This design comes from an exercise in tuning for small area, a short achievable clock period and few clock cycles per item on the open sky130 flow, not from production work. Function was checked by simulation only, so behaviour that the tests miss may differ from the original.

## flow/design.v (module list and top-level ports; edited modules follow where they fit)
// module position_velocity_kalman_filter: 437 lines
// module pvkf_mul_csa: 913 lines
module position_velocity_kalman_filter (
	input  logic                   clk,
	input  logic                   arst_n,
	input  logic                   cfg_we,
	input  logic [1:0]             cfg_index,
	input  logic [30:0]            cfg_data,
	input  logic                   in_valid,
	output logic                   in_stall,
	input  logic signed [31:0]     measurement,
	output logic                   out_valid,
	input  logic                   out_stall,
	output logic signed [31:0]     position_est,
	output logic signed [31:0]     velocity_est
);
  // ...
==> flow/run.sh <==
#!/bin/bash
# synth_recipe.tcl (not shown) runs the flow's synth.tcl, then flattens the netlist and writes it again
# the make line also repeats each setting of config.mk as NAME=value (left out here)
make -C /OpenROAD-flow-scripts/flow DESIGN_CONFIG=/design/flow/config.mk WORK_HOME=/design/flow/orfs CLKGATE_MAP_FILE= SYNTH_SCRIPT=/design/flow/synth_recipe.tcl finish
==> flow/config.mk <==
export PLATFORM = sky130hd
export DESIGN_NAME = position_velocity_kalman_filter
export DESIGN_NICKNAME = position_velocity_kalman_filter
export VERILOG_FILES = /design/flow/design.v
export SDC_FILE = /design/flow/constraint.sdc
export NUM_CORES = 4
export LEC_CHECK = 0
export ABC_AREA = 1
export CAP_MARGIN = 20
export CORE_MARGIN = 2
export CORE_UTILIZATION = 40
export PLACE_DENSITY = 0.6
export SETUP_SLACK_MARGIN = 5
export SLEW_MARGIN = 20
==> flow/constraint.sdc <==
create_clock -name core_clock -period 12.0 [get_ports {clk}]
set_input_delay 2.4000 -clock core_clock [delete_from_list [all_inputs] [get_ports {clk}]]
set_output_delay 2.4000 -clock core_clock [all_outputs]
set_load 0.01 [all_outputs]
==> results.toml, run 1 <==
[synthesis]
syn_inst = 10259
synthSimpleGateAreaFrac = 0.223
synth_top_area_frac = 0.139
synth_cell_types = 66
synth_compound_area_frac = 0.200
yosys.area_share.adder = 0.144

[global_route]
met1_usage = 0.521
groute.usage.overall = 0.438
antenna_found_initial = 43
grt.met3_usage = 0.141
grt_pass1_vias = 75452

[detailed_routing]
via_per_inst = 6.21
dr_total_vias = 81567
drc = 0
route.final.wire_length_mm = 419
drtIter0Drc = 11335

[placed_design]
hpwl_mm = 302
gp_congestion = 1.07
place_inst = 12455

[setup_path]
reg2reg_from = "p00_q[0]"
max_stage_delay_ps = 510
critPathMaxFanout = 18
cp.arrival_ps = 7700
cp_num_cells = 48

[clocking]
clockBufferDepth = 3
cts_sinks = 735
cts_tree = "yes"

[layout]
drive_above_1_share = 0.182
inverters = 1511
num-clock-buffers = 130
seqCellArea_mm2 = 0.0181
multiInputGateArea_mm2 = 0.0508
multi_input_area_share = 0.567
utilization = 0.508
seq_share = 0.202
final_cell_area_mm2 = 0.0896

[status]
status = "complete, no violations"

[die]
die_h_um = 426
boundaryPins = 136
dieArea_mm2 = 0.181
fp.dieW_um = 426
rows = 154

[hold_path]
min-delay-start = "lo_q[0]"
Testbench counts, summed over its fixed seeds: cycles 17,480, items 1,024.
==> module position_velocity_kalman_filter, before the edit <==
module position_velocity_kalman_filter (
	input  logic                   clk,
	input  logic                   arst_n,
	input  logic                   cfg_we,
	input  logic [1:0]             cfg_index,
	input  logic [30:0]            cfg_data,
	input  logic                   in_valid,
	output logic                   in_stall,
	input  logic signed [31:0]     measurement,
	output logic                   out_valid,
	input  logic                   out_stall,
	output logic signed [31:0]     position_est,
	output logic signed [31:0]     velocity_est
);
	typedef logic signed [31:0] word_t;
	localparam word_t WORD_MAX = 32'sh7fffffff;
	localparam word_t WORD_MIN = 32'sh80000000;
	localparam word_t ONE      = 32'sh00010000;
	function automatic word_t sat_addsub(word_t a, word_t b, logic sub);
		logic [32:0] sum;
		sum = sub ? ({a[31], a} - {b[31], b}) : ({a[31], a} + {b[31], b});
		if (sum[32] != sum[31]) begin
			sat_addsub = sum[32] ? WORD_MIN : WORD_MAX;
		end else begin
			sat_addsub = sum[31:0];
		end
	endfunction
	localparam logic [3:0] OP_NONE = 4'd0;
	localparam logic [3:0] OP_A    = 4'd1;    
	localparam logic [3:0] OP_D    = 4'd2;    
	localparam logic [3:0] OP_B    = 4'd3;    
	localparam logic [3:0] OP_E    = 4'd4;    
	localparam logic [3:0] OP_C    = 4'd5;    
	localparam logic [3:0] OP_G    = 4'd6;    
	localparam logic [3:0] OP_F    = 4'd7;    
	localparam logic [3:0] OP_POS  = 4'd8;    
	localparam logic [3:0] OP_VEL  = 4'd9;    
	localparam logic [3:0] OP_XP   = 4'd10;   
	localparam logic [3:0] OP_LO   = 4'd11;   
	localparam logic [3:0] D_IDLE  = 4'd0;
	localparam logic [3:0] D_FCHK  = 4'd1;
	localparam logic [3:0] D_RUN   = 4'd2;
	localparam logic [3:0] D_SLOW1 = 4'd3;
	localparam logic [3:0] D_SLOW2 = 4'd4;
	localparam logic [3:0] D_SLOW3 = 4'd5;
	localparam logic [3:0] D_SLOW4 = 4'd6;
	localparam logic [3:0] D_FIX0  = 4'd7;
	localparam logic [3:0] D_FIX1  = 4'd8;
	localparam logic [3:0] D_DONE  = 4'd9;
	logic [30:0] dt_q, qp_q, qv_q, r_q;
	word_t       pos_q, vel_q, p00_q, p01_q, p10_q, p11_q;
	word_t       y_q, z_q, c_q;
	logic [31:0] k0_q, k1_q, d_q, rem0_q, rem1_q;
	logic [49:0] cs_s_q, cs_c_q;
	logic [33:0] lo_q;
	logic [3:0]  tag_q;
	logic        tag_p2_q;
	logic [3:0]  slot_q;
	logic        run_q, upd_q, prd_q, zav_q, outv_q;
	logic [1:0]  ps_q;
	logic [3:0]  dst_q;
	logic [3:0]  dcnt_q;
	logic        slow_q, neg0_q, neg1_q, sat0_q, sat1_q, szero_q, sneg_q;
	assign in_stall     = zav_q;
	assign out_valid    = outv_q;
	assign position_est = pos_q;
	assign velocity_est = vel_q;
	word_t dt, qp, qv, r;
	assign dt = word_t'({1'b0, dt_q});
	assign qp = word_t'({1'b0, qp_q});
	assign qv = word_t'({1'b0, qv_q});
	assign r  = word_t'({1'b0, r_q});
	logic        lt0, lt1, fast_ok, div_fin;
	logic [3:0] op;         
	logic       hold;       
	logic       prd_now;
	always_comb begin
		prd_now = (slot_q == 4'd4) ? zav_q : prd_q;
		op   = OP_NONE;
		hold = 1'b0;
		unique case (slot_q)
			4'd0:  op = upd_q ? OP_A : OP_NONE;
			4'd1:  op = upd_q ? OP_D : OP_NONE;
			4'd2:  op = upd_q ? OP_B : OP_NONE;
			4'd3:  op = upd_q ? OP_E : OP_NONE;
			4'd4:  op = prd_now ? OP_C : OP_NONE;
			4'd5:  op = prd_now ? OP_G : OP_NONE;
			4'd6:  op = prd_now ? OP_F : OP_NONE;
			4'd7:  begin
				op   = upd_q ? OP_POS : OP_NONE;
				hold = upd_q && outv_q;
			end
			4'd8:  op = upd_q ? OP_VEL : OP_NONE;
			4'd10: begin
				op   = prd_now ? OP_XP : OP_NONE;
				hold = prd_now && outv_q;
			end
			4'd13: hold = prd_now && !div_fin;
			default: op = OP_NONE;
		endcase
		if (!run_q) begin
			op   = OP_NONE;
			hold = 1'b1;
		end
	end
	word_t wop, nop;
	always_comb begin
		unique case (op)
			OP_A, OP_B, OP_F: wop = p01_q;
			OP_D, OP_E:       wop = p00_q;
			OP_C:             wop = p11_q;
			OP_G:             wop = p10_q;
			OP_POS, OP_VEL:   wop = y_q;
			default:          wop = vel_q;
		endcase
		unique case (op)
			OP_A, OP_D, OP_VEL: nop = k1_q;
			OP_B, OP_E:         nop = c_q;
			OP_POS:             nop = k0_q;
			default:            nop = dt;
		endcase
	end
	logic        fits;
	logic [17:0] nsel;
	logic        issue_full, issue_p1, issue_p2, advance;
	assign fits = (nop[31:17] == {15{nop[17]}});
	always_comb begin
		issue_full = 1'b0;
		issue_p1   = 1'b0;
		issue_p2   = 1'b0;
		nsel       = nop[17:0];
		if (op != OP_NONE && !hold) begin
			if (ps_q == 2'd2) begin
				issue_p2 = 1'b1;
				nsel     = {nop[31], nop[31], nop[31:17], 1'b0};
			end else if (ps_q == 2'd0) begin
				if (fits) begin
					issue_full = 1'b1;
				end else begin
					issue_p1 = 1'b1;
					nsel     = {1'b0, nop[16:0]};
				end
			end
		end
	end
	assign advance = run_q && !hold && (op == OP_NONE || issue_full || issue_p2);
	logic [49:0] cs_s, cs_c;
	pvkf_mul_csa u_mul (
		.w(wop),
		.n(nsel),
		.x(lo_q),
		.s(cs_s),
		.c(cs_c)
	);
	logic [49:0] prod, pv;
	word_t       m;
	assign prod = cs_s_q + cs_c_q;
	assign pv   = tag_p2_q ? prod : {{16{prod[49]}}, prod[49:16]};
	assign m    = (pv[49:31] == {19{pv[31]}}) ? pv[31:0] : (pv[49] ? WORD_MIN : WORD_MAX);
	word_t acc_x, acc;
	logic  acc_sub;
	always_comb begin
		acc_sub = (tag_q == OP_A || tag_q == OP_D);
		unique case (tag_q)
			OP_A:           acc_x = p11_q;
			OP_D:           acc_x = p10_q;
			OP_C:           acc_x = p01_q;
			OP_G, OP_F:     acc_x = p00_q;
			OP_POS:         acc_x = pos_q;
			OP_VEL:         acc_x = vel_q;
			OP_XP:          acc_x = pos_q;
			default:        acc_x = '0;
		endcase
	end
	assign acc = sat_addsub(acc_x, m, acc_sub);
	word_t ad_a, ad_b, ad_out, s_val;
	logic  ad_sub;
	always_comb begin
		ad_a   = p10_q;
		ad_b   = m;
		ad_sub = 1'b0;
		if (tag_q != OP_C) begin
			unique case (slot_q)
				4'd0: begin ad_a = ONE;   ad_b = word_t'(k0_q); ad_sub = 1'b1; end
				4'd6: begin ad_a = p11_q; ad_b = qv;            end
				default: begin ad_a = z_q; ad_b = pos_q; ad_sub = 1'b1; end
			endcase
		end
	end
	assign ad_out = sat_addsub(ad_a, ad_b, ad_sub);
	word_t a00_val;
	assign a00_val = sat_addsub(p00_q, qp, 1'b0);
	assign s_val   = sat_addsub(a00_val, r, 1'b0);
	word_t ng_in, ng_out, ng_abs;
	always_comb begin
		unique case (dst_q)
			D_SLOW1: ng_in = d_q;
			D_SLOW2: ng_in = p00_q;
			D_SLOW3: ng_in = p10_q;
			D_FIX0:  ng_in = k0_q;
			D_FIX1:  ng_in = k1_q;
			default: ng_in = c_q;
		endcase
	end
	assign ng_out = -ng_in;
	assign ng_abs = ng_in[31] ? ng_out : ng_in;
	function automatic word_t fixq(word_t q, word_t nq, logic neg, logic sat, logic sz);
		if (sz) begin
			fixq = '0;
		end else if (sat) begin
			fixq = neg ? WORD_MIN : WORD_MAX;
		end else if (neg) begin
			fixq = (q[31] && q[30:0] != '0) ? WORD_MIN : nq;
		end else begin
			fixq = q[31] ? WORD_MAX : q;
		end
	endfunction
	function automatic logic [64:0] div2(logic [31:0] rem, logic [31:0] q, logic [31:0] d);
		logic [33:0] t;
		logic [31:0] r1, q1;
		logic        tk;
		r1 = rem;
		q1 = q;
		for (int i = 0; i < 2; i++) begin
			t  = {1'b0, r1, q1[31]} - {2'b0, d};
			tk = !t[33];
			r1 = tk ? t[31:0] : {r1[30:0], q1[31]};
			q1 = {q1[30:0], tk};
		end
		div2 = {1'b0, r1, q1};
	endfunction
	logic [64:0] dv0, dv1;
	assign dv0     = div2(rem0_q, k0_q, d_q);
	assign dv1     = div2(rem1_q, k1_q, d_q);
	assign lt0     = (rem0_q < d_q);
	assign lt1     = (rem1_q < d_q);
	assign fast_ok = !rem0_q[31] && !d_q[31] && lt0 && lt1;
	assign div_fin = (dst_q == D_DONE) ||
		(dst_q == D_RUN && dcnt_q == 4'd0 && !slow_q && !neg1_q);
	always_ff @(posedge clk or negedge arst_n) begin
		if (!arst_n) begin
			dt_q    <= 31'd65536;
			qp_q    <= 31'd655;
			qv_q    <= 31'd655;
			r_q     <= 31'd65536;
			pos_q   <= '0;
			vel_q   <= '0;
			p00_q   <= ONE;
			p01_q   <= '0;
			p10_q   <= '0;
			p11_q   <= ONE;
			tag_q   <= OP_NONE;
			tag_p2_q <= 1'b0;
			slot_q  <= 4'd4;
			run_q   <= 1'b0;
			upd_q   <= 1'b0;
			prd_q   <= 1'b0;
			zav_q   <= 1'b0;
			outv_q  <= 1'b0;
			ps_q    <= 2'd0;
			dst_q   <= D_IDLE;
		end else begin
			if (cfg_we) begin
				unique case (cfg_index)
					2'd0: dt_q <= cfg_data;
					2'd1: qp_q <= cfg_data;
					2'd2: qv_q <= cfg_data;
					2'd3: r_q  <= cfg_data;
				endcase
			end
			if (in_valid && !zav_q) begin
				zav_q <= 1'b1;
			end
			if (outv_q && !out_stall) begin
				outv_q <= 1'b0;
			end
			tag_q    <= issue_p1 ? OP_LO : ((issue_full || issue_p2) ? op : OP_NONE);
			tag_p2_q <= issue_p2;
			if (issue_p1) begin
				ps_q <= 2'd1;
			end else if (ps_q == 2'd1) begin
				ps_q <= 2'd2;
			end else if (issue_p2) begin
				ps_q <= 2'd0;
			end
			unique case (tag_q)
				OP_A:   p11_q <= acc;
				OP_D:   p10_q <= acc;
				OP_B:   p01_q <= acc;
				OP_E:   p00_q <= acc;
				OP_C:   p01_q <= acc;
				OP_G:   p00_q <= acc;
				OP_F:   p00_q <= acc;
				OP_POS: pos_q <= acc;
				OP_XP:  pos_q <= acc;
				OP_VEL: vel_q <= acc;
				default: ;
			endcase
			if (!run_q) begin
				if (zav_q) begin
					run_q  <= 1'b1;
					slot_q <= 4'd4;
					upd_q  <= 1'b0;
				end
			end else if (advance) begin
				unique case (slot_q)
					4'd4: begin
						prd_q  <= zav_q;
						slot_q <= 4'd5;
					end
					4'd6: begin
						if (prd_q) p11_q <= ad_out;
						slot_q <= 4'd7;
					end
					4'd7: begin
						if (prd_q) p10_q <= c_q;
						slot_q <= 4'd8;
					end
					4'd8: begin
						if (prd_q) begin
							p00_q <= a00_val;
							dst_q <= D_FCHK;
						end
						slot_q <= 4'd9;
					end
					4'd9: begin
						if (upd_q) outv_q <= 1'b1;
						slot_q <= 4'd10;
					end
					4'd12: begin
						if (prd_q) zav_q <= 1'b0;
						slot_q <= 4'd13;
					end
					4'd13: begin
						if (prd_q) begin
							slot_q <= 4'd0;
							upd_q  <= 1'b1;
						end else begin
							slot_q <= 4'd4;
							upd_q  <= 1'b0;
							run_q  <= 1'b0;
						end
					end
					default: slot_q <= slot_q + 4'd1;
				endcase
			end
			unique case (dst_q)
				D_FCHK: dst_q <= fast_ok ? D_RUN : D_SLOW1;
				D_RUN: begin
					if (dcnt_q == 4'd0) begin
						dst_q <= slow_q ? D_FIX0 : (neg1_q ? D_FIX1 :
							((slot_q == 4'd13 && advance) ? D_IDLE : D_DONE));
					end
				end
				D_SLOW1: dst_q <= D_SLOW2;
				D_SLOW2: dst_q <= D_SLOW3;
				D_SLOW3: dst_q <= D_SLOW4;
				D_SLOW4: dst_q <= D_RUN;
				D_FIX0:  dst_q <= D_FIX1;
				D_FIX1:  dst_q <= D_DONE;
				D_DONE:  dst_q <= (slot_q == 4'd13 && advance) ? D_IDLE : D_DONE;
				default: ;
			endcase
		end
	end
	always_ff @(posedge clk) begin
		if (in_valid && !zav_q) begin
			z_q <= measurement;
		end
		cs_s_q <= cs_s;
		cs_c_q <= cs_c;
		lo_q   <= (tag_q == OP_LO) ? prod[49:16] : '0;
		if (tag_q == OP_C) begin
			c_q <= ad_out;
		end
		if (run_q && advance) begin
			unique case (slot_q)
				4'd0: if (upd_q) c_q <= ad_out;
				4'd7: if (prd_q) begin
					rem1_q <= ng_abs;
					neg1_q <= c_q[31];
				end
				4'd8: if (prd_q) begin
					rem0_q <= a00_val;
					d_q    <= s_val;
					k0_q   <= '0;
					k1_q   <= '0;
				end
				4'd12: if (prd_q) y_q <= ad_out;
				default: ;
			endcase
		end
		unique case (dst_q)
			D_FCHK: begin
				slow_q  <= 1'b0;
				sat0_q  <= 1'b0;
				sat1_q  <= 1'b0;
				szero_q <= 1'b0;
				neg0_q  <= 1'b0;
				dcnt_q  <= 4'd6;
				if (fast_ok) begin
					{rem0_q, k0_q} <= dv0[63:0];
					{rem1_q, k1_q} <= dv1[63:0];
				end
			end
			D_RUN: begin
				dcnt_q <= dcnt_q - 4'd1;
				{rem0_q, k0_q} <= dv0[63:0];
				{rem1_q, k1_q} <= dv1[63:0];
			end
			D_SLOW1: begin
				slow_q  <= 1'b1;
				sneg_q  <= d_q[31];
				szero_q <= (d_q == '0);
				d_q     <= ng_abs;
			end
			D_SLOW2: begin
				rem0_q <= {16'b0, ng_abs[31:16]};
				k0_q   <= {ng_abs[15:0], 16'b0};
				neg0_q <= p00_q[31] ^ sneg_q;
			end
			D_SLOW3: begin
				rem1_q <= {16'b0, ng_abs[31:16]};
				k1_q   <= {ng_abs[15:0], 16'b0};
				neg1_q <= p10_q[31] ^ sneg_q;
			end
			D_SLOW4: begin
				sat0_q <= !lt0;
				sat1_q <= !lt1;
				dcnt_q <= 4'd15;
			end
			D_FIX0: k0_q <= fixq(k0_q, ng_out, neg0_q, sat0_q, szero_q);
			D_FIX1: k1_q <= fixq(k1_q, ng_out, neg1_q, sat1_q, szero_q);
			default: ;
		endcase
	end
endmodule
==> inputs of run 2 (changes only) <==
--- a/flow/design.v
+++ b/flow/design.v
@@ -38,7 +38,6 @@
 	localparam logic [3:0] OP_XP   = 4'd10;   
 	localparam logic [3:0] OP_LO   = 4'd11;   
 	localparam logic [3:0] D_IDLE  = 4'd0;
-	localparam logic [3:0] D_FCHK  = 4'd1;
 	localparam logic [3:0] D_RUN   = 4'd2;
 	localparam logic [3:0] D_SLOW1 = 4'd3;
 	localparam logic [3:0] D_SLOW2 = 4'd4;
@@ -65,12 +64,11 @@
 	assign out_valid    = outv_q;
 	assign position_est = pos_q;
 	assign velocity_est = vel_q;
-	word_t dt, qp, qv, r;
+	word_t dt, qp, qv;
 	assign dt = word_t'({1'b0, dt_q});
 	assign qp = word_t'({1'b0, qp_q});
 	assign qv = word_t'({1'b0, qv_q});
-	assign r  = word_t'({1'b0, r_q});
-	logic        lt0, lt1, fast_ok, div_fin;
+	logic div_fin;
 	logic [3:0] op;         
 	logic       hold;       
 	logic       prd_now;
@@ -93,9 +91,9 @@
 			4'd8:  op = upd_q ? OP_VEL : OP_NONE;
 			4'd10: begin
 				op   = prd_now ? OP_XP : OP_NONE;
-				hold = prd_now && outv_q;
+				hold = prd_now && outv_q && out_stall;
 			end
-			4'd13: hold = prd_now && !div_fin;
+			4'd11: hold = prd_now && !div_fin;
 			default: op = OP_NONE;
 		endcase
 		if (!run_q) begin
@@ -128,17 +126,21 @@
 		issue_full = 1'b0;
 		issue_p1   = 1'b0;
 		issue_p2   = 1'b0;
-		nsel       = nop[17:0];
+		if (ps_q == 2'd2) begin
+			nsel = {nop[31], nop[31], nop[31:17], 1'b0};
+		end else if (fits) begin
+			nsel = nop[17:0];
+		end else begin
+			nsel = {1'b0, nop[16:0]};
+		end
 		if (op != OP_NONE && !hold) begin
 			if (ps_q == 2'd2) begin
 				issue_p2 = 1'b1;
-				nsel     = {nop[31], nop[31], nop[31:17], 1'b0};
 			end else if (ps_q == 2'd0) begin
 				if (fits) begin
 					issue_full = 1'b1;
 				end else begin
 					issue_p1 = 1'b1;
-					nsel     = {1'b0, nop[16:0]};
 				end
 			end
 		end
@@ -166,14 +168,27 @@
 			OP_D:           acc_x = p10_q;
 			OP_C:           acc_x = p01_q;
 			OP_G, OP_F:     acc_x = p00_q;
-			OP_POS:         acc_x = pos_q;
+			OP_POS, OP_XP:  acc_x = pos_q;
 			OP_VEL:         acc_x = vel_q;
-			OP_XP:          acc_x = pos_q;
 			default:        acc_x = '0;
 		endcase
 	end
 	assign acc = sat_addsub(acc_x, m, acc_sub);
-	word_t ad_a, ad_b, ad_out, s_val;
+	logic [33:0] f_sum;
+	logic [34:0] g_sum;
+	logic [32:0] e_sum;
+	word_t       a00_val, s_val, s_min;
+	logic        e_low;
+	assign e_sum   = {p00_q[31], p00_q} + {m[31], m};
+	assign e_low   = e_sum[32] && !e_sum[31];
+	assign f_sum   = {{2{p00_q[31]}}, p00_q} + {{2{m[31]}}, m} + {3'b0, qp_q};
+	assign g_sum   = {{3{p00_q[31]}}, p00_q} + {{3{m[31]}}, m} + {4'b0, qp_q} + {4'b0, r_q};
+	assign s_min   = word_t'({1'b1, qp_q}) + word_t'({1'b0, r_q});
+	assign a00_val = e_low ? word_t'({1'b1, qp_q}) :
+		((f_sum[33:31] != 3'b000 && !f_sum[33]) ? WORD_MAX : f_sum[31:0]);
+	assign s_val   = e_low ? s_min :
+		((g_sum[34:31] != 4'b0000 && !g_sum[34]) ? WORD_MAX : g_sum[31:0]);
+	word_t ad_a, ad_b, ad_out;
 	logic  ad_sub;
 	always_comb begin
 		ad_a   = p10_q;
@@ -188,9 +203,6 @@
 		end
 	end
 	assign ad_out = sat_addsub(ad_a, ad_b, ad_sub);
-	word_t a00_val;
-	assign a00_val = sat_addsub(p00_q, qp, 1'b0);
-	assign s_val   = sat_addsub(a00_val, r, 1'b0);
 	word_t ng_in, ng_out, ng_abs;
 	always_comb begin
 		unique case (dst_q)
@@ -229,9 +241,14 @@
 		end
 		div2 = {1'b0, r1, q1};
 	endfunction
+	logic        div_go, lt0, lt1, fast_ok;
+	logic [31:0] q0_in, q1_in;
 	logic [64:0] dv0, dv1;
-	assign dv0     = div2(rem0_q, k0_q, d_q);
-	assign dv1     = div2(rem1_q, k1_q, d_q);
+	assign div_go  = run_q && advance && slot_q == 4'd8 && prd_q;
+	assign q0_in   = (slot_q == 4'd8) ? '0 : k0_q;
+	assign q1_in   = (slot_q == 4'd8) ? '0 : k1_q;
+	assign dv0     = div2(rem0_q, q0_in, d_q);
+	assign dv1     = div2(rem1_q, q1_in, d_q);
 	assign lt0     = (rem0_q < d_q);
 	assign lt1     = (rem1_q < d_q);
 	assign fast_ok = !rem0_q[31] && !d_q[31] && lt0 && lt1;
@@ -239,26 +256,26 @@
 		(dst_q == D_RUN && dcnt_q == 4'd0 && !slow_q && !neg1_q);
 	always_ff @(posedge clk or negedge arst_n) begin
 		if (!arst_n) begin
-			dt_q    <= 31'd65536;
-			qp_q    <= 31'd655;
-			qv_q    <= 31'd655;
-			r_q     <= 31'd65536;
-			pos_q   <= '0;
-			vel_q   <= '0;
-			p00_q   <= ONE;
-			p01_q   <= '0;
-			p10_q   <= '0;
-			p11_q   <= ONE;
-			tag_q   <= OP_NONE;
+			dt_q     <= 31'd65536;
+			qp_q     <= 31'd655;
+			qv_q     <= 31'd655;
+			r_q      <= 31'd65536;
+			pos_q    <= '0;
+			vel_q    <= '0;
+			p00_q    <= ONE;
+			p01_q    <= '0;
+			p10_q    <= '0;
+			p11_q    <= ONE;
+			tag_q    <= OP_NONE;
 			tag_p2_q <= 1'b0;
-			slot_q  <= 4'd4;
-			run_q   <= 1'b0;
-			upd_q   <= 1'b0;
-			prd_q   <= 1'b0;
-			zav_q   <= 1'b0;
-			outv_q  <= 1'b0;
-			ps_q    <= 2'd0;
-			dst_q   <= D_IDLE;
+			slot_q   <= 4'd4;
+			run_q    <= 1'b0;
+			upd_q    <= 1'b0;
+			prd_q    <= 1'b0;
+			zav_q    <= 1'b0;
+			outv_q   <= 1'b0;
+			ps_q     <= 2'd0;
+			dst_q    <= D_IDLE;
 		end else begin
 			if (cfg_we) begin
 				unique case (cfg_index)
@@ -290,7 +307,7 @@
 				OP_E:   p00_q <= acc;
 				OP_C:   p01_q <= acc;
 				OP_G:   p00_q <= acc;
-				OP_F:   p00_q <= acc;
+				OP_F:   p00_q <= a00_val;
 				OP_POS: pos_q <= acc;
 				OP_XP:  pos_q <= acc;
 				OP_VEL: vel_q <= acc;
@@ -304,34 +321,26 @@
 				end
 			end else if (advance) begin
 				unique case (slot_q)
+					4'd1: begin
+						zav_q  <= 1'b0;
+						slot_q <= 4'd2;
+					end
 					4'd4: begin
 						prd_q  <= zav_q;
 						slot_q <= 4'd5;
 					end
 					4'd6: begin
-						if (prd_q) p11_q <= ad_out;
-						slot_q <= 4'd7;
-					end
-					4'd7: begin
-						if (prd_q) p10_q <= c_q;
-						slot_q <= 4'd8;
-					end
-					4'd8: begin
 						if (prd_q) begin
-							p00_q <= a00_val;
-							dst_q <= D_FCHK;
+							p11_q <= ad_out;
+							p10_q <= c_q;
 						end
-						slot_q <= 4'd9;
+						slot_q <= 4'd7;
 					end
 					4'd9: begin
 						if (upd_q) outv_q <= 1'b1;
 						slot_q <= 4'd10;
 					end
-					4'd12: begin
-						if (prd_q) zav_q <= 1'b0;
-						slot_q <= 4'd13;
-					end
-					4'd13: begin
+					4'd11: begin
 						if (prd_q) begin
 							slot_q <= 4'd0;
 							upd_q  <= 1'b1;
@@ -344,12 +353,14 @@
 					default: slot_q <= slot_q + 4'd1;
 				endcase
 			end
+			if (div_go) begin
+				dst_q <= fast_ok ? D_RUN : D_SLOW1;
+			end
 			unique case (dst_q)
-				D_FCHK: dst_q <= fast_ok ? D_RUN : D_SLOW1;
 				D_RUN: begin
 					if (dcnt_q == 4'd0) begin
 						dst_q <= slow_q ? D_FIX0 : (neg1_q ? D_FIX1 :
-							((slot_q == 4'd13 && advance) ? D_IDLE : D_DONE));
+							((slot_q == 4'd11 && advance) ? D_IDLE : D_DONE));
 					end
 				end
 				D_SLOW1: dst_q <= D_SLOW2;
@@ -358,7 +369,7 @@
 				D_SLOW4: dst_q <= D_RUN;
 				D_FIX0:  dst_q <= D_FIX1;
 				D_FIX1:  dst_q <= D_DONE;
-				D_DONE:  dst_q <= (slot_q == 4'd13 && advance) ? D_IDLE : D_DONE;
+				D_DONE:  dst_q <= (slot_q == 4'd11 && advance) ? D_IDLE : D_DONE;
 				default: ;
 			endcase
 		end
@@ -373,36 +384,34 @@
 		if (tag_q == OP_C) begin
 			c_q <= ad_out;
 		end
+		if (tag_q == OP_F) begin
+			rem0_q <= a00_val;
+			d_q    <= s_val;
+		end
 		if (run_q && advance) begin
 			unique case (slot_q)
 				4'd0: if (upd_q) c_q <= ad_out;
-				4'd7: if (prd_q) begin
+				4'd1: if (upd_q) y_q <= ad_out;
+				4'd6: if (prd_q) begin
 					rem1_q <= ng_abs;
 					neg1_q <= c_q[31];
 				end
-				4'd8: if (prd_q) begin
-					rem0_q <= a00_val;
-					d_q    <= s_val;
-					k0_q   <= '0;
-					k1_q   <= '0;
-				end
-				4'd12: if (prd_q) y_q <= ad_out;
 				default: ;
 			endcase
 		end
-		unique case (dst_q)
-			D_FCHK: begin
-				slow_q  <= 1'b0;
-				sat0_q  <= 1'b0;
-				sat1_q  <= 1'b0;
-				szero_q <= 1'b0;
-				neg0_q  <= 1'b0;
-				dcnt_q  <= 4'd6;
-				if (fast_ok) begin
-					{rem0_q, k0_q} <= dv0[63:0];
-					{rem1_q, k1_q} <= dv1[63:0];
-				end
+		if (div_go) begin
+			slow_q  <= 1'b0;
+			sat0_q  <= 1'b0;
+			sat1_q  <= 1'b0;
+			szero_q <= 1'b0;
+			neg0_q  <= 1'b0;
+			dcnt_q  <= 4'd6;
+			if (fast_ok) begin
+				{rem0_q, k0_q} <= dv0[63:0];
+				{rem1_q, k1_q} <= dv1[63:0];
 			end
+		end
+		unique case (dst_q)
 			D_RUN: begin
 				dcnt_q <= dcnt_q - 4'd1;
 				{rem0_q, k0_q} <= dv0[63:0];
--- a/flow/config.mk
+++ b/flow/config.mk
@@ -6,9 +6,11 @@
 export NUM_CORES = 4
 export LEC_CHECK = 0
 export ABC_AREA = 1
+export ABC_CLOCK_PERIOD_IN_PS = 6000
 export CAP_MARGIN = 20
 export CORE_MARGIN = 2
 export CORE_UTILIZATION = 40
 export PLACE_DENSITY = 0.6
 export SETUP_SLACK_MARGIN = 5
 export SLEW_MARGIN = 20
+export TNS_END_PERCENT = 10
==> run 2 against run 1 <==
  * Register-to-register slack got worse by 60 ps
  * Critical path depth decreased by 14
  * Non-clock buffer count is 57 lower
  * Clock skew shrank 19 ps
  * Via count increased by 2.3%
  * Maximum frequency down 0.84%
  * Largest cell class unchanged
  * Design area rose by 4.1%
  * Final cell count up 4.2%
==> results.toml, run 2 <==
[status]
status = "complete, no violations"

[synthesis]
synth_area_leaders = "nand2_1 (13%), dfrtp_1 (11%), fa_1 (9.1%), ha_1 (8.0%), inv_1 (7.2%)"
ys_warn_count = 1
synth.yosys.seq_area_share = 0.240
syn_inst = 10703
async_flop_share = 0.457
post-synth-top-count-cell = "nand2_1"
synth_cell_types = 75
avgSynthCellArea_um2 = 7.06
synth_flop_cell = "dfrtp_1"
yosys.area.top_type = "nand2_1"
synth_top_area_frac = 0.134
synth-edff-count = 170
ys_ff_latch = 735
synth_top_cells_by_count = "nand2_1 (2689), inv_1 (1442), o21ai_0 (809)"
syn_area_mm2 = 0.0755
syn_nets = 11602

[detailed_routing]
drtAntennaViolNets = 0
via_per_inst = 6.10
drc = 0
route.final.wire_length_mm = 427
dr.pass1.iters = 7
drtIter0Drc = 10960
dr_total_vias = 83475
wire_per_inst_um = 31.2

[clocking]
clock_latency_ps = 800
htree_levels = 3
cts_root_buffer = "clkbuf_16"
cts_hold_buf = 0
cts_made_buffers = 101
clockBufferDepth = 3
cts_tree = "yes"
cts_sinks = 735
clk_pin_slew_worst_paths_ps = 60

[global_route]
grt_pass1_wl_mm = 586
grt_max_degree = 74
overflow = 0
grt_pass1_vias = 78423
groute.usage.overall = 0.426
antenna_found_initial = 24

[sta]
final.setup.tns_ps = 0
clock_skew_ps = 53.2
max_slew_margin = 0.146
setup_violations = 0
drv_slew = 0
max_freq_ghz = 0.138
rsz0062_at_grt = "yes"
max_slew.worst_pin.slew_ps = 1270
hold_viol = 0
period_minus_slack_ps = 7250
fin_crit_sh = 0.604

[layout]
final_cell_mix = "nand2_1 (2470), inv_1 (1380), o21ai_0 (682)"
reg.largest.list = "cs_c_q (49), cs_s_q (49), lo_q (34)"
final_net_count = 11995
final_common_cell = "nand2_1"
seqCellArea_mm2 = 0.0181
nFillCells = 18655
area_growth_pct = 23.5
multiInputGateArea_mm2 = 0.0554
drive_above_1_share = 0.174

[placed_design]
gp_congestion = 1.10
hpwl_mm = 313
io_buffers = 135

[setup_path]
cp.arrival_ps = 7910
critPathMaxFanout = 10
critical_path_required_ps = 12660
path_class = "reg -> reg"
max_stage_delay_ps = 670
startpoint_type = "flop"
cp_slowest_cell = "fa_2"
worstSetupEndpointType = "flop"

[die]
die_h_um = 438
rows = 159
fp.dieW_um = 438
start_util = 0.403
dieArea_mm2 = 0.192
core_area_mm2 = 0.188
boundaryPins = 136

[hold_path]
hold_path.class = "reg -> reg"

[flow_run]
drv_cap = 0
run 2: cell types whose count changed after synthesis, moves of 42 or more:
cell,delta
nand2_1,+46
nor2_1,+81
fa_1,+94
o21ai_0,+42
o21ai_1,-46
ha_1,+65
nand3_1,+48
run 2: final timing paths:
path / cells after the start / from / to / slack, ps
max: 34 / slot_q[1] / cs_s_q[19] / 4750
min: 0 / lo_q[0] / cs_c_q[0] / 330
max reg2reg: 34 / slot_q[1] / cs_s_q[19] / 4750
min reg2reg: 0 / lo_q[0] / cs_c_q[0] / 330
max in group asynchronous: 3 / arst_n / slot_q[3] / 8060
min in group asynchronous: 1 / arst_n / p11_q[27] / 1600
run 2: cell type report:
| type | instances | share of cell area |
|---|---|---|
| antenna | 14 | 0.000376 |
| clock buffer | 132 | 0.0305 |
| clock inverter | 59 | 0.00761 |
| inverter | 1473 | 0.0614 |
| multi-input combinational | 8033 | 0.594 |
| sequential | 735 | 0.195 |
| tap | 2495 | 0.0335 |
| timing repair buffer | 751 | 0.0782 |
| timing repair inverter | 1 | 0.0000939 |
run 2: kinds of logic after synthesis:
group,after synthesis,share of synthesized area
adders and majority gates,829,0.172
AOI/OAI and AO/OA,2320,0.182
buffers and inverters,1962,0.101
muxes,20,0.00265
and+or+nand+nor,4224,0.232
xor gates and xnor gates,613,0.0711
DFF,735,0.240
run 2: per-stage QoR:
step           area, µm²  setup slack (ps)   util  hold WS, ps  std cells
2_1_floorplan      75500              5000      -          310      10703
6_report           93300              4750  0.497          333      13693
3_5_place_dp       79900              1820  0.426          316      13053
3_3_place_gp       79800              1870  0.426          317      13053
4_1_cts            89400              4900  0.476          330      13511
5_1_grt            93200              4500  0.497          343      13682
run 2: layer usage:
| layer | up-vias | GRT usage | wire (µm) |
|---|---|---|---|
| met4 | 20 | 0.398 | 51400 |
| met3 | 1693 | 0.106 | 48200 |
| met2 | 5770 | 0.632 | 177000 |
| met1 | 39754 | 0.504 | 150000 |
| met5 | - | 0.00223 | 200 |
| li1 | 36238 | - | - |
run 2: worst max-delay path: cells and delay by family (launching register included):
family / cells / cell delay (ps)
fa+ha+maj: 6 / 2910
buf+inv: 11 / 1440
simple gates: 11 / 1370
compound gates: 5 / 820
flops: 1 / 410
xor+xnor: 1 / 180
run 2: timing repair:
item                                    CTS  global route
gates cloned                             32            17
endpoints found under the setup margin  518           464
pin swaps                               205           274
resized for setup                       890           578
setup buffers                           235           151
Testbench counts of run 2, summed over its fixed seeds: cycles 16,456, items 1,024.
==> inputs of run 3 (changes only) <==
--- a/flow/config.mk
+++ b/flow/config.mk
@@ -10,7 +10,7 @@
 export CAP_MARGIN = 20
 export CORE_MARGIN = 2
 export CORE_UTILIZATION = 40
-export PLACE_DENSITY = 0.6
+export PLACE_DENSITY = 0.5
 export SETUP_SLACK_MARGIN = 5
 export SLEW_MARGIN = 20
 export TNS_END_PERCENT = 10
==> run 3 against run 2 <==
  * Worst hold slack better by 5.2 ps
  * Worst setup slack worse by 57 ps
  * Clock skew decreased by 6.7 ps
  * Design area increased by 0.65%
  * Die area unchanged
  * Maximum frequency fell by 0.78%
  * Flip-flop and latch count did not move
  * Global-route usage grew 2.5 points
  * Non-clock buffer count is 46 higher
  * Synthesized area unchanged
  * Routed wire length grew 5.1%
==> results.toml, run 3 <==
[sta]
setup_ws_ps = 4700
final.setup.tns_ps = 0
clock_skew_ps = 46.5
max_slew_margin = 0.165
max_freq_ghz = 0.137
drv_slew = 0
max_slew.worst_pin.slew_ps = 1240
hold_slack_ps = 339
hold_viol = 0
period_minus_slack_ps = 7300
setup_violations = 0
fin_crit_sh = 0.609
rsz0062_at_grt = "yes"

[setup_path]
path_common_cell = "inv_1"
cp_slowest_cell = "fa_1"
reg2reg_from = "slot_q[0]"
reg2reg_slack_ps = 4700
cp.arrival_ps = 7950
r2r_cells = 33
path_class = "reg -> reg"
max_stage_delay_ps = 550
startpoint_type = "flop"
critPathMaxFanout = 15
critical_path_required_ps = 12650
worstSetupEndpointType = "flop"
timing.rr.end = "cs_s_q[33]"

[detailed_routing]
dr.pass1.iters = 8
route.final.wire_length_mm = 449
drtAntennaViolNets = 0
via_per_inst = 6.13
dr_total_vias = 84079
drtIter0Drc = 11429
wire_per_inst_um = 32.7
drc = 0

[synthesis]
synth_cell_types = 75
async_flop_share = 0.457
ys_ff_latch = 735
synth.yosys.seq_area_share = 0.240
syn_area_mm2 = 0.0755
synth_top_area_frac = 0.134
avgSynthCellArea_um2 = 7.06
synth_flop_cell = "dfrtp_1"
synth-edff-count = 170
ys_warn_count = 1
synth_area_leaders = "nand2_1 (13%), dfrtp_1 (11%), fa_1 (9.1%), ha_1 (8.0%), inv_1 (7.2%)"
yosys.area.top_type = "nand2_1"
syn_inst = 10703
syn_nets = 11602
synth_top_cells_by_count = "nand2_1 (2689), inv_1 (1442), o21ai_0 (809)"
post-synth-top-count-cell = "nand2_1"

[global_route]
grt_pass1_wl_mm = 614
grt_pass1_vias = 78707
grt_max_degree = 131
antenna_found_initial = 45
overflow = 0
groute.usage.overall = 0.452

[clocking]
cts_hold_buf = 0
clock_latency_ps = 820
cts_sinks = 735
clk_pin_slew_worst_paths_ps = 60
cts_tree = "yes"
cts_root_buffer = "clkbuf_16"
htree_levels = 3
clockBufferDepth = 3
cts_made_buffers = 99

[hold_path]
min-delay-start = "lo_q[0]"
hold_path.class = "reg -> reg"
holdPathEnd = "cs_c_q[0]"
whs_path_depth = 0

[layout]
final_net_count = 12030
drive_above_1_share = 0.176
area_growth_pct = 24.3
nFillCells = 18727
seqCellArea_mm2 = 0.0181
multiInputGateArea_mm2 = 0.0553
final_cell_mix = "nand2_1 (2455), inv_1 (1373), o21ai_0 (685)"
reg.largest.list = "cs_c_q (49), cs_s_q (49), lo_q (34)"
final_common_cell = "nand2_1"

[die]
core_area_mm2 = 0.188
boundaryPins = 136
rows = 159
dieArea_mm2 = 0.192
fp.dieW_um = 438
start_util = 0.403
die_h_um = 438

[status]
status = "complete, no violations"

[placed_design]
io_buffers = 135
dp_slack_ps = 1550
gp_congestion = 1.08
hpwl_mm = 332

[flow_run]
drv_cap = 0
run 3: changes by cell type in the layout (fill, tap and decap cells not counted), moves of 15 or more:
cell	previous run	this run
buf_12	48	64
buf_4	486	513
nand2_1	2470	2455
nand2_4	100	84
nor2_4	73	56
run 3: layout make-up:
type	count	share of cell area
inverter	1473	0.0610
timing repair buffer	797	0.0851
clock buffer	140	0.0312
clock inverter	47	0.00621
multi-input combinational	8023	0.590
antenna	15	0.000400
tap	2495	0.0333
timing repair inverter	2	0.000173
sequential	735	0.193
run 3: cell families after synthesis:
logic type                 share of synthesized area
muxes                                        0.00265
and+or+nand+nor                                0.232
adders and majority gates                      0.172
DFF                                            0.240
xor gates and xnor gates                      0.0711
AOI/OAI and AO/OA                              0.182
buffers and inverters                          0.101
run 3: timing repair:
action | 4_1_cts | 5_1_grt
endpoints found under the setup margin | 505 | 449
cloned | 41 | 7
setup buffers | 297 | 105
gates resized for setup | 1088 | 381
pin swaps | 240 | 202
run 3: worst max-delay path, delay by kind of cell (launching register included):
kind                       cells  cell delay (ps)
DFF                            1              380
AOI/OAI and AO/OA              5              680
adders and majority gates      6             2830
and+or+nand+nor               11             1840
buffers and inverters         10             1210
xor gates and xnor gates       1              170
run 3: stage by stage:
step | util | instance area [µm²] | cells
2_1_floorplan | - | 75500 | 10703
3_3_place_gp | 0.427 | 80000 | 13073
3_5_place_dp | 0.427 | 80000 | 13074
4_1_cts | 0.486 | 91100 | 13599
5_1_grt | 0.500 | 93800 | 13714
6_report | 0.500 | 93900 | 13727
run 3: layer usage:
metal / up-vias / global-route usage / routed length [µm]
li1: 36335 / - / -
met1: 40752 / 0.581 / 174000
met3: 1436 / 0.125 / 52100
met4: 28 / 0.343 / 42400
met2: 5528 / 0.639 / 181000
met5: - / 0 / 211
run 3: worst max-delay path by stage:
stage                from         end  cells past startpoint
2_1_floorplan   cs_s_q[0]     d_q[14]                     48
3_3_place_gp   cs_s_q[31]    p00_q[5]                     42
3_5_place_dp    cs_s_q[0]    p00_q[7]                     45
4_1_cts            d_q[2]   rem0_q[3]                     43
5_1_grt         cs_s_q[0]      c_q[5]                     52
6_report        slot_q[0]  cs_s_q[33]                     33
==> inputs of run 4 (changes only) <==
--- a/flow/config.mk
+++ b/flow/config.mk
@@ -9,8 +9,8 @@
 export ABC_CLOCK_PERIOD_IN_PS = 6000
 export CAP_MARGIN = 20
 export CORE_MARGIN = 2
-export CORE_UTILIZATION = 40
-export PLACE_DENSITY = 0.5
+export CORE_UTILIZATION = 45
+export PLACE_DENSITY = 0.65
 export SETUP_SLACK_MARGIN = 5
 export SLEW_MARGIN = 20
 export TNS_END_PERCENT = 10
==> run 4 against run 3 <==
  * Clock skew is 35 ps higher
  * Highest routed layer unchanged
  * Via count is 3.3% higher
  * Flip-flop and latch count stayed put
  * Sequential share of layout area is 0.20 points lower
  * Maximum frequency is 0.83% lower
  * Critical endpoint is now cs_s_q[32]
  * Final cell count is 1.6% lower
  * Non-clock buffer count is 56 higher
  * Count of clock-buffer cells in the layout is 10 lower
  * Worst hold slack worse by 8.4 ps
  * Register-to-register slack worse by 60 ps
  * First-iteration DRC count is 18% higher
==> results.toml, run 4 <==
[status]
status = "complete, no violations"

[synthesis]
synth_flop_cell = "dfrtp_1"
syn_nets = 11602
syn_inst = 10703
yosys.area.top_type = "nand2_1"
synth_top_cells_by_count = "nand2_1 (2689), inv_1 (1442), o21ai_0 (809)"
ys_ff_latch = 735
synth_top_area_frac = 0.134
synth.yosys.seq_area_share = 0.240
synth-edff-count = 170
async_flop_share = 0.457
avgSynthCellArea_um2 = 7.06
syn_area_mm2 = 0.0755
post-synth-top-count-cell = "nand2_1"
synth_cell_types = 75
ys_warn_count = 1
synth_area_leaders = "nand2_1 (13%), dfrtp_1 (11%), fa_1 (9.1%), ha_1 (8.0%), inv_1 (7.2%)"

[sta]
max_slew_margin = 0.113
max_slew.worst_pin.slew_ps = 1320
rsz0062_at_grt = "yes"
drv_slew = 0
fin_crit_sh = 0.614
final.setup.tns_ps = 0
clock_skew_ps = 81.7
period_minus_slack_ps = 7360
hold_viol = 0
max_freq_ghz = 0.136
setup_violations = 0

[setup_path]
worstSetupEndpointType = "flop"
crit_buf_inv = 12
crit_family = "adder cells"
path_common_cell = "fa_1"
reg2reg_slack_ps = 4640
cp_slowest_cell = "dfstp_2"
cp.arrival_ps = 7980
critPathMaxFanout = 9
critical_path_required_ps = 12620
path_class = "reg -> reg"
startpoint_type = "flop"
max_stage_delay_ps = 630

[clocking]
clock_latency_ps = 810
cts_hold_buf = 0
cts_tree = "yes"
htree_levels = 3
cts_root_buffer = "clkbuf_16"
cts_sinks = 735
clk_pin_slew_worst_paths_ps = 50
clockBufferDepth = 3
cts_made_buffers = 96

[layout]
nFillCells = 15649
final_cell_mix = "nand2_1 (2404), inv_1 (1364), o21ai_0 (676)"
final_common_cell = "nand2_1"
final_net_count = 12088
area_growth_pct = 25.6
reg.largest.list = "cs_c_q (49), cs_s_q (49), lo_q (34)"
drive_above_1_share = 0.189

[detailed_routing]
route.final.wire_length_mm = 437
via_per_inst = 6.43
dr.pass1.iters = 9
drtAntennaViolNets = 0
drc = 0
drtIter0Drc = 13449
wire_per_inst_um = 32.4
dr_total_vias = 86819

[global_route]
overflow = 0
groute.usage.overall = 0.485
grt_pass1_wl_mm = 588
antenna_found_initial = 52
grt_pass1_vias = 78671
grt_max_degree = 101

[die]
fp.dieW_um = 414
boundaryPins = 136
dieArea_mm2 = 0.171
core_area_mm2 = 0.167
die_h_um = 414
start_util = 0.453
rows = 150

[placed_design]
gp_congestion = 1.13
hpwl_mm = 315
io_buffers = 135

[flow_run]
drv_cap = 0

[hold_path]
hold_path.class = "reg -> reg"
==> run 4: area by class of cell <==
class                   instances  area (µm²)  area share
well taps                    2204        2760      0.0291
inverters                    1473        5770      0.0608
multi-input cells            8029       56500       0.596
repair buffers                853        8350      0.0880
clock inverters                51         505     0.00533
clock buffers                 130        2760      0.0290
repair inverters                1        11.3    0.000119
flip-flops and latches        735       18100       0.191
diodes                         30        75.1    0.000791
==> run 4: final timing paths <==
path | from | to | cells after the start
max in group asynchronous | arst_n | slot_q[3] | 3
min in group asynchronous | arst_n | p11_q[26] | 1
setup / recovery | slot_q[2] | cs_s_q[32] | 33
hold / removal | lo_q[0] | cs_c_q[0] | 0
setup reg to reg | slot_q[2] | cs_s_q[32] | 33
hold reg to reg | lo_q[0] | cs_c_q[0] | 0
==> run 4: routing by layer <==
metal | wire [µm] | part of all wire | GRT usage
met1 | 154000 | 0.35 | 0.588
met2 | 173000 | 0.40 | 0.681
met3 | 64500 | 0.15 | 0.194
met4 | 45400 | 0.10 | 0.379
met5 | 241 | 0.00055 | 0
==> run 4: cells by family after synthesis <==
logic type,share of synthesized area
fa+ha+maj,0.172
compound gates,0.182
mux,0.00265
buf+inv,0.101
xor+xnor,0.0711
flops,0.240
simple gates,0.232
==> run 4: timing repair <==
action,4_1_cts,5_1_grt
gates cloned,24,23
buffers inserted,207,266
setup endpoints to repair,498,451
pin swaps,137,331
endpoints found under the hold margin,0,0
gates resized for setup,921,814
==> run 4: metrics by stage <==
step / instances / worst slack (ps) / instance area (µm²) / utilization / hold slack (ps)
6_report: 13506 / 4640 / 94900 / 0.569 / 330
5_1_grt: 13478 / 4560 / 94800 / 0.568 / 338
4_1_cts: 13186 / 4740 / 88600 / 0.531 / 330
3_5_place_dp: 12774 / 1790 / 79500 / 0.477 / 317
3_3_place_gp: 12773 / 1760 / 79500 / 0.477 / 319
2_1_floorplan: 10703 / 5000 / 75500 / - / 310
==> inputs of run 5 (changes only) <==
--- a/flow/design.v
+++ b/flow/design.v
@@ -173,14 +173,14 @@
 			default:        acc_x = '0;
 		endcase
 	end
-	assign acc = sat_addsub(acc_x, m, acc_sub);
+	logic [32:0] acc_raw;
+	assign acc_raw = acc_sub ? ({acc_x[31], acc_x} - {m[31], m}) : ({acc_x[31], acc_x} + {m[31], m});
+	assign acc     = (acc_raw[32] != acc_raw[31]) ? (acc_raw[32] ? WORD_MIN : WORD_MAX) : acc_raw[31:0];
 	logic [33:0] f_sum;
 	logic [34:0] g_sum;
-	logic [32:0] e_sum;
 	word_t       a00_val, s_val, s_min;
 	logic        e_low;
-	assign e_sum   = {p00_q[31], p00_q} + {m[31], m};
-	assign e_low   = e_sum[32] && !e_sum[31];
+	assign e_low   = acc_raw[32] && !acc_raw[31];
 	assign f_sum   = {{2{p00_q[31]}}, p00_q} + {{2{m[31]}}, m} + {3'b0, qp_q};
 	assign g_sum   = {{3{p00_q[31]}}, p00_q} + {{3{m[31]}}, m} + {4'b0, qp_q} + {4'b0, r_q};
 	assign s_min   = word_t'({1'b1, qp_q}) + word_t'({1'b0, r_q});
--- a/flow/config.mk
+++ b/flow/config.mk
@@ -9,8 +9,8 @@
 export ABC_CLOCK_PERIOD_IN_PS = 6000
 export CAP_MARGIN = 20
 export CORE_MARGIN = 2
-export CORE_UTILIZATION = 45
-export PLACE_DENSITY = 0.65
+export CORE_UTILIZATION = 40
+export PLACE_DENSITY = 0.6
 export SETUP_SLACK_MARGIN = 5
 export SLEW_MARGIN = 20
 export TNS_END_PERCENT = 10
==> run 5 against run 4 <==
  * Non-clock buffer count shrank 189
  * Clock skew shrank 6.9 ps
  * Critical endpoint is now y_q[8]
  * Still clean on timing, DRC and antenna
  * Flip-flop and latch count is the same
  * Critical path type unchanged
==> results.toml, run 5 <==
[setup_path]
worstSetupEndpointType = "flop"
cp.arrival_ps = 8370
critPathMaxFanout = 42
cp_slowest_cell = "dfrtp_1"
path_class = "reg -> reg"
max_stage_delay_ps = 890
critical_path_required_ps = 12530
startpoint_type = "flop"

[layout]
final_cell_mix = "nand2_1 (2401), inv_1 (1362), o21ai_0 (621)"
final_net_count = 11606
multiInputGateArea_mm2 = 0.0537
utilization = 0.492
drive_above_1_share = 0.161
nFillCells = 18374
area_growth_pct = 22.4
final_common_cell = "nand2_1"
seqCellArea_mm2 = 0.0181
reg.largest.list = "cs_c_q (49), cs_s_q (49), lo_q (34)"
fin_cells = 13310

[detailed_routing]
route.final.wire_length_mm = 426
drtAntennaViolNets = 0
via_per_inst = 6.14
dr.pass1.iters = 8
dr_total_vias = 81707
drc = 0
wire_per_inst_um = 32.0
drtIter0Drc = 10527

[global_route]
overflow = 0
grt_max_degree = 120
groute.usage.overall = 0.437
grt_pass1_wl_mm = 580
grt_pass1_vias = 75802
antenna_found_initial = 45

[sta]
max_slew.worst_pin.slew_ps = 1340
period_minus_slack_ps = 7840
rsz0062_at_grt = "yes"
setup_violations = 0
clock_skew_ps = 74.8
drv_slew = 0
final.setup.tns_ps = 0
hold_viol = 0
max_freq_ghz = 0.128
fin_crit_sh = 0.654
setup_ws_ps = 4160
max_slew_margin = 0.106

[die]
boundaryPins = 136
rows = 157
core_area_mm2 = 0.183
fp.dieW_um = 433
dieArea_mm2 = 0.188
die_h_um = 433
start_util = 0.402

[synthesis]
synth_area_leaders = "nand2_1 (13%), dfrtp_1 (11%), fa_1 (9.4%), ha_1 (7.7%), inv_1 (7.2%)"
synth_cell_types = 74
ys_ff_latch = 735
syn_inst = 10410
synth.yosys.seq_area_share = 0.246
avgSynthCellArea_um2 = 7.08
syn_area_mm2 = 0.0737
synth-edff-count = 170
ys_warn_count = 1
synth_top_cells_by_count = "nand2_1 (2645), inv_1 (1412), o21ai_0 (756)"
async_flop_share = 0.457
yosys.area.top_type = "nand2_1"
synth_flop_cell = "dfrtp_1"
syn_nets = 11280
post-synth-top-count-cell = "nand2_1"
synth_top_area_frac = 0.135

[placed_design]
hpwl_mm = 321
gp_congestion = 1.08
dp_slack_ps = 1410
io_buffers = 135
place_inst = 12749

[clocking]
cts_tree = "yes"
clock_latency_ps = 820
htree_levels = 3
cts_made_buffers = 96
cts_root_buffer = "clkbuf_16"
clk_pin_slew_worst_paths_ps = 60
clockBufferDepth = 3
cts_sinks = 735

[flow_run]
drv_cap = 0

[hold_path]
hold_path.class = "reg -> reg"

[status]
status = "complete, no violations"
## run 5: kinds of logic (layout without fill, tap and decap cells)
logic type               count (synthesis)  in the layout  share of synthesized area
XOR/XNOR                               606            606                     0.0721
AND/OR/NAND/NOR                       4069           4089                      0.228
flip-flops                             735            735                      0.246
AO/OA/AOI/OAI                         2281           2283                      0.182
multiplexers                             8              8                    0.00109
other                                    0             29                          0
adder cells (fa/ha/maj)                800            800                      0.171
buffers and inverters                 1911           2296                      0.100
## run 5: worst max-delay path: cells and delay by family, from the launching register on
| kind | cells | cell delay (ps) |
|---|---|---|
| and+or+nand+nor | 17 | 2870 |
| AOI/OAI and AO/OA | 5 | 1150 |
| adders and majority gates | 1 | 360 |
| DFF | 1 | 890 |
| xor gates and xnor gates | 3 | 760 |
| buffers and inverters | 6 | 1480 |
## run 5: final cells by class
class,count,area share
antenna,29,0.000805
tap,2464,0.0342
timing repair inverter,4,0.000361
timing repair buffer,664,0.0719
sequential,735,0.201
clock buffer,138,0.0297
inverter,1449,0.0619
multi-input combinational,7786,0.596
clock inverter,41,0.00418
## run 5: through the flow
step / cell area [µm²] / hold WS (ps)
floorplan: 73700 / 310
global placement: 78000 / 315
detailed placement: 78000 / 314
CTS: 85500 / 327
global route: 90100 / 339
finish: 90100 / 329
## run 5: what timing repair did
action | 4_1_cts | 5_1_grt
endpoints found under the hold margin | 0 | 0
buffers inserted | 154 | 157
gates resized for setup | 723 | 715
endpoints found under the setup margin | 458 | 448
hold buffers | 0 | 0
gates cloned | 26 | 16
pin swaps | 147 | 250
## run 5: final timing paths
check                      slack, ps  startpoint  cells after the start         to
min                              330     lo_q[0]                      0  cs_c_q[0]
max reg2reg                     4160    tag_p2_q                     32     y_q[8]
min reg2reg                      330     lo_q[0]                      0  cs_c_q[0]
max in group asynchronous       7800      arst_n                      3     outv_q
min in group asynchronous       1660      arst_n                      1  p10_q[21]
max                             4160    tag_p2_q                     32     y_q[8]
## run 5: routing by layer
metal | track usage | up-vias | wire (µm)
met2 | 0.641 | 5726 | 175000
met1 | 0.526 | 39224 | 154000
met4 | 0.374 | 24 | 46400
met3 | 0.122 | 1635 | 49500
met5 | 0 | - | 154
li1 | - | 35098 | -
Testbench counts of run 5, summed over its fixed seeds: cycles 16,456, items 1,024.

==> re-timing with driven ports <==
The flow's constraints put no driver on any port. The routed layouts listed below were extracted and timed again, unchanged, in two steps. Step 1 assumes that a clkbuf_16 drives the clock port and a buf_2 every other input. Step 2 also shifts input and output timing later by t, the mid clock arrival at the registers, as if the neighbouring blocks saw the same clock. a / b / c = ideal / step 1 / step 2; a / b = the first two.
run | shift t [ns] | slack for setup (ns) | hold WS [ns] | worst setup path at the end | cell pins on the clock port's net
run 1 | 0.861 | 4.815 / 4.815 / 4.815 | 0.328 / 0.328 / 0.328 | register to register | 1
run 2 | 0.871 | 4.754 / 4.754 / 4.501 | 0.333 / 0.333 / 0.333 | input to register | 1
run 3 | 0.899 | 4.697 / 4.697 / 4.648 | 0.339 / 0.339 / 0.339 | input to register | 1
run 4 | 0.861 | 4.636 / 4.636 / 4.602 | 0.330 / 0.330 / 0.330 | input to register | 1
run 5 | 0.879 | 4.157 / 4.157 / 4.157 | 0.329 / 0.329 / 0.329 | register to register | 1
After both steps setup and hold are still met in every run listed. For run 2, which loses most, drivers alone change the setup slack by 0.000 ns; drivers and shift together by -0.253 ns.
